Context: an optimization exercise on an open-source flow, tuned for small area, a short achievable clock period and few clock cycles. The choices shown serve that exercise and are no tape-out recipe.
In this exercise RTL edits were held to simulation tests only and were not proved equivalent to the original.
Power is estimated from default activity; no workload was simulated.

## old
// dpu_top
module dpu_top (
    input  logic          clk,
    input  logic          rst_n,
    input  logic          cmd_valid,
    input  logic [2:0]    cmd_op,
    input  logic [7:0]    cmd_addr,
    input  logic [7:0]    cmd_data,
    output logic          cmd_ready,
    output logic          rsp_valid,
    output logic [7:0]    rsp_data,
    output logic          busy,
    output logic          done,
    output logic [1:0]    current_layer
);
    function automatic [7:0] smax(input [7:0] a, input [7:0] b);
        logic gt;
        gt = 1'b0;
        for (int i = 0; i < 7; i++) begin
            gt = (a[i] & ~b[i]) | ((a[i] | ~b[i]) & gt);
        end
        gt = (~a[7] & b[7]) | ((~a[7] | b[7]) & gt);
        smax = gt ? a : b;
    endfunction
    localparam logic [1:0] EM_L1AB = 2'd0;
    localparam logic [1:0] EM_L2AB = 2'd1;
    localparam logic [1:0] EM_L0BA = 2'd2;
    localparam logic [1:0] EM_L2BA = 2'd3;
    localparam logic [1:0] ES_INIT = 2'd0;
    localparam logic [1:0] ES_RD   = 2'd1;
    localparam logic [1:0] ES_WAIT = 2'd2;
    localparam logic [1:0] ES_WR   = 2'd3;
    function automatic [7:0] eng_sa(input [1:0] mode, input [4:0] o, input [1:0] m);
        case (mode)
            EM_L1AB: eng_sa = {3'b001, o};
            EM_L0BA: eng_sa = {2'b00, o[3:2], m[1], o[1:0], m[0]};
            default: eng_sa = {3'b000, o[2], o[1], m[1], o[0], m[0]};
        endcase
    endfunction
    logic [3:0] h;
    wire  [3:0] hn = h + 4'd1;
    wire        h6 = (h[2:0] == 3'd6);
    wire        h7 = (h[2:0] == 3'd7);
    always_ff @(posedge clk or negedge rst_n) begin
        if (!rst_n) h <= 4'd8;
        else        h <= hn;
    end
    logic [2047:0] ra;    
    logic [511:0]  rb;    
    logic       c_valid;        
    logic       c_isrd;
    logic [7:0] c_addr;         
    logic [7:0] c_data;
    logic       r_b;            
    logic       rdy_run;        
  ...
Size: ~6700 cells after synthesis, roughly 36 I/O pins, ~0.088 mm^2 of cells after synthesis.
export LEC_CHECK = 0
export CAP_MARGIN = 20
export CORE_MARGIN = 2
export CORE_UTILIZATION = 50
export CTS_CLUSTER_DIAMETER = 80
export CTS_CLUSTER_SIZE = 28
export SLEW_MARGIN = 20
create_clock -name core_clock -period 10.0 [get_ports {clk}]
standard.sh (not shown) runs the stock make flow with config.mk's settings and CLKGATE_MAP_FILE= SYNTH_SCRIPT=/design/flow/synth_recipe.tcl, a recipe that flattens the netlist after the stock synthesis.
==> flow/flow/run.sh <==
#!/bin/bash
set -euo pipefail
export SETUP_SLACK_MARGIN=6.5
bash standard.sh synth > synth.log 2>&1
bash standard.sh > layout.log 2>&1
old: all stages complete, timing, DRC and antenna checks passed
Testbench counts of old, summed over its fixed seeds: cycles 8,776.
## Diff of input files: new against old
- SETUP_SLACK_MARGIN now 5, previously not set
==> flow/run.sh (new file) <==
#!/bin/bash
# synth_recipe.tcl (not shown) runs the flow's synth.tcl, then flattens the netlist and writes it again
# the make line also repeats each setting of config.mk as NAME=value (left out here)
make -C /OpenROAD-flow-scripts/flow DESIGN_CONFIG=/design/flow/config.mk WORK_HOME=/design/flow/orfs CLKGATE_MAP_FILE= SYNTH_SCRIPT=/design/flow/synth_recipe.tcl finish
removed: flow/flow/run.sh
removed: flow/standard.sh
Findings:
Re sequential share of layout area: old was lower than new.
Diff old..new | first-iteration DRC count | negligible
Side by side, global-route usage turned out lower in new than in old.
Taking old as the reference, in new placed wire-length estimate after detailed placement increased about 0.8%; non-clock buffer count decreased 77%.
Of new and old, new shows the lower routed wire length, with old above it.
Sort new and old by maximum number of pins on one net before global-route repair, descending, and old comes first.
Share of cell area taken by muxes after synthesis came out exactly the same in new and old.
[compare] base=old new=new: setup slack shrank by 0.32 ns, via count saw a decrease.
Core util | new vs old | new lower

* * *

Another version of the RTL of dpu_top (not shown whole).
For scale: about 7300 cells after synthesis, about 2600 flip-flops, about 36 I/O pins.
export LEC_CHECK = 0
export ABC_CLOCK_PERIOD_IN_PS = 3000
export CAP_MARGIN = 20
export CORE_MARGIN = 2
export CORE_UTILIZATION = 50
export SLEW_MARGIN = 20
create_clock -name core_clock -period 10.0 [get_ports {clk}]
run.sh (not shown) runs the stock make flow with config.mk's settings and CLKGATE_MAP_FILE= SYNTH_SCRIPT=/design/flow/synth_recipe.tcl, a recipe that flattens the netlist after the stock synthesis.
Stock flow here: none of the scripts above is used.
Testbench counts at the start, summed over its fixed seeds: cycles 8,776.
Change:
- ABC_CLOCK_PERIOD_IN_PS: 3000 -> not set
- CORE_UTILIZATION: 50 -> 25
- The new run completed without violations
- clock skew came out higher by 0.037 ns
- cell area came out higher by 2.4%
- global-route usage came out lower by 14 points
- total power goes down by 2.2%
- setup slack got worse by 0.20 ns
- clock-buffer cell count drops by 60
- utilization fell by 28 points
- sequential power barely changes
- routed wire length decreases by 0.82%
- die area climbs by 99%
Change:
- ABC_CLOCK_PERIOD_IN_PS: not set -> 3000
- CORE_UTILIZATION: 25 -> 50
- SETUP_SLACK_MARGIN: not set -> 5
=>
- final cell count went down by 18%
- cell area is lower by about 0.65%
- worst setup slack is better by 1.6 ns
- total power went up by 3.0%
- worst hold slack degrades by 0.0031 ns

* * *

## try-amber
dpu_top, a different RTL version from the one above (not shown whole).
Size: ~7200 cells after synthesis, roughly 2700 flip-flops, about 36 I/O pins, roughly 94000 um^2 of cells after synthesis.
## dpu_top
module dpu_top (
    input  logic          clk,
    input  logic          rst_n,
    input  logic          cmd_valid,
    input  logic [2:0]    cmd_op,
    input  logic [7:0]    cmd_addr,
    input  logic [7:0]    cmd_data,
    output logic          cmd_ready,
    output logic          rsp_valid,
    output logic [7:0]    rsp_data,
    output logic          busy,
    output logic          done,
    output logic [1:0]    current_layer
);
clock: 10.0 ns
lec_check: 0
cap_margin: 20
core_margin: 2
core_utilization: 50
cts_cluster_diameter: 80
cts_cluster_size: 28
slew_margin: 20
standard.sh (not shown) runs the stock make flow with config.mk's settings and CLKGATE_MAP_FILE= SYNTH_SCRIPT=/design/flow/synth_recipe.tcl, a recipe that flattens the netlist after the stock synthesis.
==> flow/flow/run.sh <==
#!/bin/bash
set -euo pipefail
export SETUP_SLACK_MARGIN=6.7
bash standard.sh synth > synth.log 2>&1
bash standard.sh > layout.log 2>&1
Testbench counts of try-amber, summed over its fixed seeds: cycles 8,776.
--- input diff try-amber..try-tundra ---
# try-amber
export LEC_CHECK = 0
export CAP_MARGIN = 20
export CORE_MARGIN = 2
export CORE_UTILIZATION = 50
export CTS_CLUSTER_DIAMETER = 80
export CTS_CLUSTER_SIZE = 28
export SLEW_MARGIN = 20
create_clock -name core_clock -period 10.0 [get_ports {clk}]
# try-tundra
export LEC_CHECK = 0
export CAP_MARGIN = 20
export CORE_MARGIN = 2
export CORE_UTILIZATION = 60
export CTS_CLUSTER_DIAMETER = 80
export CTS_CLUSTER_SIZE = 28
export SLEW_MARGIN = 20
create_clock -name core_clock -period 10.0 [get_ports {clk}]
--- outcome ---
try-tundra finished every stage and its layout cleared the timing, DRC and antenna checks.
Diff try-amber -> try-tundra: headroom to the max-slew limit picked up an extra 3.8 points; worst setup slack rose 41 ps.
Compared with try-amber, try-tundra shows clock period minus final worst setup slack lower by 41 ps.
Area after synthesis: try-amber vs try-tundra identical
Relative to try-amber, the post-placement setup slack of try-tundra is higher by 130 ps.
Maximum frequency, try-amber and try-tundra: smaller value in try-amber
Parity-gate share of the synthesized area counting xor and xnor cells: try-amber vs try-tundra — no meaningful difference
The run showing the greater clock skew is try-amber.
Compared with try-amber, try-tundra shows a lower cell total after placement.
Final cell area: try-tundra below try-amber
try-tundra ends up with a number of buffer and inverter instances along the worst setup path that is 1 lower than in try-amber.
## Diff of input files: try-indigo against try-tundra
# try-tundra
export LEC_CHECK = 0
export CAP_MARGIN = 20
export CORE_MARGIN = 2
export CORE_UTILIZATION = 60
export CTS_CLUSTER_DIAMETER = 80
export CTS_CLUSTER_SIZE = 28
export SLEW_MARGIN = 20
create_clock -name core_clock -period 10.0 [get_ports {clk}]
# try-indigo
export LEC_CHECK = 0
export CAP_MARGIN = 20
export CORE_MARGIN = 2
export CORE_UTILIZATION = 50
export CTS_CLUSTER_DIAMETER = 80
export CTS_CLUSTER_SIZE = 28
export SLEW_MARGIN = 20
create_clock -name core_clock -period 10.0 [get_ports {clk}]
--- a/flow/flow/run.sh
+++ b/flow/flow/run.sh
@@ -3 +3 @@
-export SETUP_SLACK_MARGIN=6.7
+export SETUP_SLACK_MARGIN=6.4
- Comparing the two runs side by side, try-indigo comes out ahead of try-tundra on via count.
- | power | try-indigo vs try-tundra | ≈ equal |
- Number of global-route vias before repair | try-indigo below try-tundra
- Against try-tundra, try-indigo comes in 11 points lower on core utilization.
- In try-indigo, stage delay of the slowest cell on the critical path is lower than in try-tundra.
- On clock latency reported for the late side of the worst-skew pair: try-indigo sits above try-tundra.

* * *

dpu_top, a different RTL version from the one above (not shown whole).
Size: roughly 7300 cells after synthesis, about 2700 flip-flops, ~94000 um2 of cells after synthesis.
export LEC_CHECK = 0
export CAP_MARGIN = 20
export CORE_MARGIN = 2
export CORE_UTILIZATION = 60
export CTS_CLUSTER_DIAMETER = 80
export CTS_CLUSTER_SIZE = 28
export SLEW_MARGIN = 20
create_clock -name core_clock -period 10.0 [get_ports {clk}]
==> flow/flow/run.sh <==
#!/bin/bash
set -euo pipefail
export SETUP_SLACK_MARGIN=6.7
bash standard.sh synth > synth.log 2>&1
bash standard.sh > layout.log 2>&1
Testbench counts at the start, summed over its fixed seeds: cycles 8,776.
==> next run, changes <==
- CORE_UTILIZATION: 60 -> 50
Result:
- first-iteration DRC count shrinks by 4.8%
- count of clock-buffer cells in the layout climbs by 14
- die area rises by 20%
- sequential power is about the same
- non-clock buffer count climbs by 27
- worst hold slack barely changes
- setup slack is better by 37 ps
- combinational power went down by about 2%
- cell count increases by 5.1%
- via count came out lower by 0.86%

-- static timing again, ports no longer ideal --
No port has a modelled driver above. Below, the same layouts with a new extraction and two added sets of constraints.
Step 1, drivers: a clkbuf_16 drives clk and a buf_2 each remaining input, both assumed.
Step 2 adds t to the input delays and takes it off the output delays; t is the mean of the earliest and latest rising clock arrival at the registers after step 1. Input paths then give back, and output paths get back, about the clock's delay inside the block.
a / b / c = ideal ports / drivers / drivers and shift; a / b = the first two.
run	shift t [ns]	setup WS [ns]	worst setup path after step 2
old	0.927	5.515 / 5.515 / 5.515	register to register
new	0.882	5.191 / 5.191 / 4.851	input to register
the first run of note 2	1.002	3.475 / 3.475 / 3.475	register to register
the second run of note 2	0.957	3.278 / 3.278 / 3.278	register to register
the third run of note 2	0.993	4.922 / 4.922 / 4.533	input to register
try-amber	0.904	6.558 / 6.474 / 5.781	input to register
try-tundra	0.890	6.600 / 6.527 / 5.756	input to register
try-indigo	0.909	6.404 / 6.311 / 5.650	input to register
the first run of note 4	0.898	6.573 / 6.482 / 5.813	input to register
the second run of note 4	0.907	6.610 / 6.522 / 5.839	input to register
After both steps every run listed still meets setup and hold. For try-tundra, which loses most, drivers alone change the setup slack by -0.073 ns; drivers and shift together by -0.844 ns.
